Background: an optimization exercise with open tools, aiming at small area. Do not read the settings as production practice. In this exercise RTL edits were held to simulation tests only and were not proved equivalent to the original. Power is estimated from default activity; no workload was simulated.

## run a
==> module qt_rd_mux, before the edit <==
module qt_rd_mux (
    input  logic [1023:0] ring,
    input  logic [127:0]  rsel,
    output logic [7:0]    qt_rd_data
);
    for (genvar i = 0; i < 8; i++) begin : g_bit
        logic [41:0] l1;     
        for (genvar g = 0; g < 42; g++) begin : g_l1
            jhp_aoi222 u (
                .a0(ring[8*(3*g)   + i]), .s0(rsel[3*g]),
                .a1(ring[8*(3*g+1) + i]), .s1(rsel[3*g+1]),
                .a2(ring[8*(3*g+2) + i]), .s2(rsel[3*g+2]),
                .y (l1[g]));
        end
        jhp_or_tail u_or (
            .l1(l1[41:0]),
            .a0(ring[8*126 + i]), .s0(rsel[126]),
            .a1(ring[8*127 + i]), .s1(rsel[127]),
            .y (qt_rd_data[i]));
    end
endmodule
==> module jhp_or_tail, before the edit <==
module jhp_or_tail (
    input  logic [41:0] l1,
    input  logic        a0, s0, a1, s1,
    output logic        y
);
    assign y = ~&l1 | (a0 & s0) | (a1 & s1);
endmodule
Settings: LEC_CHECK=0, CAP_MARGIN=20, CORE_MARGIN=2, CORE_UTILIZATION=65, GPL_TIMING_DRIVEN=0, PLACE_DENSITY=0.78, SLEW_MARGIN=20, SYNTH_HIERARCHICAL=1; clock period 5.0 ns.
standard.sh (not shown) runs the stock make flow with config.mk's settings and CLKGATE_MAP_FILE= SYNTH_SCRIPT=/design/flow/synth_recipe.tcl, a recipe that flattens the netlist after the stock synthesis.
==> flow/flow/run.sh <==
#!/bin/bash
# Standard layout with three changes: port buffers use the smallest buffer,
# and the clock tree uses clkbuf_8 in clusters of 18 sinks without dummy loads.
set -euo pipefail
export BUFFER_PORTS_ARGS="-buffer_cell sky130_fd_sc_hd__buf_1"
export CTS_ARGS="-sink_clustering_enable -repair_clock_nets -buf_list sky130_fd_sc_hd__clkbuf_8 -sink_clustering_size 18 -sink_clustering_max_diameter 50 -dont_use_dummy_load"
bash standard.sh > standard.log 2>&1
Layout checks on run a: not met. Flow itself completed; violations: negative setup slack.
Modified inputs, run b compared to run a
==> flow/design.v, changed modules only <==
module qt_rd_mux (
    input  logic [1023:0] ring,
    input  logic [127:0]  rsel,
    output logic [7:0]    qt_rd_data
);
    for (genvar i = 0; i < 8; i++) begin : g_bit
        logic [42:0] l1;     
        logic [10:0] l2;     
        logic [3:0]  l3;     
        for (genvar g = 0; g < 42; g++) begin : g_l1
            jhp_aoi222 u (
                .a0(ring[8*(3*g)   + i]), .s0(rsel[3*g]),
                .a1(ring[8*(3*g+1) + i]), .s1(rsel[3*g+1]),
                .a2(ring[8*(3*g+2) + i]), .s2(rsel[3*g+2]),
                .y (l1[g]));
        end
        jhp_aoi22 u_l1_last (
            .a0(ring[8*126 + i]), .s0(rsel[126]),
            .a1(ring[8*127 + i]), .s1(rsel[127]),
            .y (l1[42]));
        for (genvar g = 0; g < 10; g++) begin : g_l2
            jhp_nand4 u (.a(l1[4*g]), .b(l1[4*g+1]), .c(l1[4*g+2]), .d(l1[4*g+3]), .y(l2[g]));
        end
        jhp_nand3 u_l2_last (.a(l1[40]), .b(l1[41]), .c(l1[42]), .y(l2[10]));
        jhp_nor3 u_l3_0 (.a(l2[0]), .b(l2[1]), .c(l2[2]),  .y(l3[0]));
        jhp_nor3 u_l3_1 (.a(l2[3]), .b(l2[4]), .c(l2[5]),  .y(l3[1]));
        jhp_nor3 u_l3_2 (.a(l2[6]), .b(l2[7]), .c(l2[8]),  .y(l3[2]));
        jhp_nor2 u_l3_3 (.a(l2[9]), .b(l2[10]),            .y(l3[3]));
        jhp_nand4 u_l4 (.a(l3[0]), .b(l3[1]), .c(l3[2]), .d(l3[3]), .y(qt_rd_data[i]));
    end
endmodule
module jhp_aoi22 (
    input  logic a0, s0, a1, s1,
    output logic y
);
    assign y = ~((a0 & s0) | (a1 & s1));
endmodule
module jhp_nand4 (
    input  logic a, b, c, d,
    output logic y
);
    assign y = ~(a & b & c & d);
endmodule
module jhp_nand3 (
    input  logic a, b, c,
    output logic y
);
    assign y = ~(a & b & c);
endmodule
module jhp_nor2 (
    input  logic a, b,
    output logic y
);
    assign y = ~(a | b);
endmodule
module jhp_nor3 (
    input  logic a, b, c,
    output logic y
);
    assign y = ~(a | b | c);
endmodule
// module jhp_or_tail removed
- Run b reached the end of the flow, and the finished layout is clean on the timing, DRC and antenna checks.
- Run b ends up with lower sum of net half-perimeters after detailed placement than run a does.
- Going from run a to run b, met3 routed wirelength moved down; worst slack at placement now sits higher; overall routing resource usage fell by 1.9 points.
- Sort run b and run a by register-to-register slack, descending, and run b comes first.
- Of run b and run a, the run reporting the higher maximum ir drop on the vdd rail was run a.
- For run a, the type of the worst setup path was in -> reg, unlike run b, where it was reg -> reg.

what the ideal ports hide:
Ports are ideal in the flow. The routed layouts listed here were re-timed in OpenROAD.
Step 1, drivers: a clkbuf_16 drives clk and a buf_2 each remaining input, both assumed.
Step 2, shift: input delay + t, output delay - t, t = (earliest + latest rising clock arrival at the registers) / 2. This alone moves slack from input paths to output paths.
a / b / c = ideal ports / drivers / drivers and shift; a / b = the first two.
run | shift t [ns] | slack for setup (ns) | hold slack, ns | worst slew at a driven data input, ns | cell pins on the clock port's net
run a | 0.734 | -0.168 / -0.161 / -0.872 | 0.323 / 0.323 / 0.323 | 0.09 | 1
run b | 0.719 | 0.275 / 0.275 / -0.428 | 0.308 / 0.308 / 0.308 | 0.10 | 1
With both steps, setup timing fails in run b, where it was met with ideal ports. For run a, which loses most, drivers alone change the setup slack by +0.007 ns; drivers and shift together by -0.704 ns.
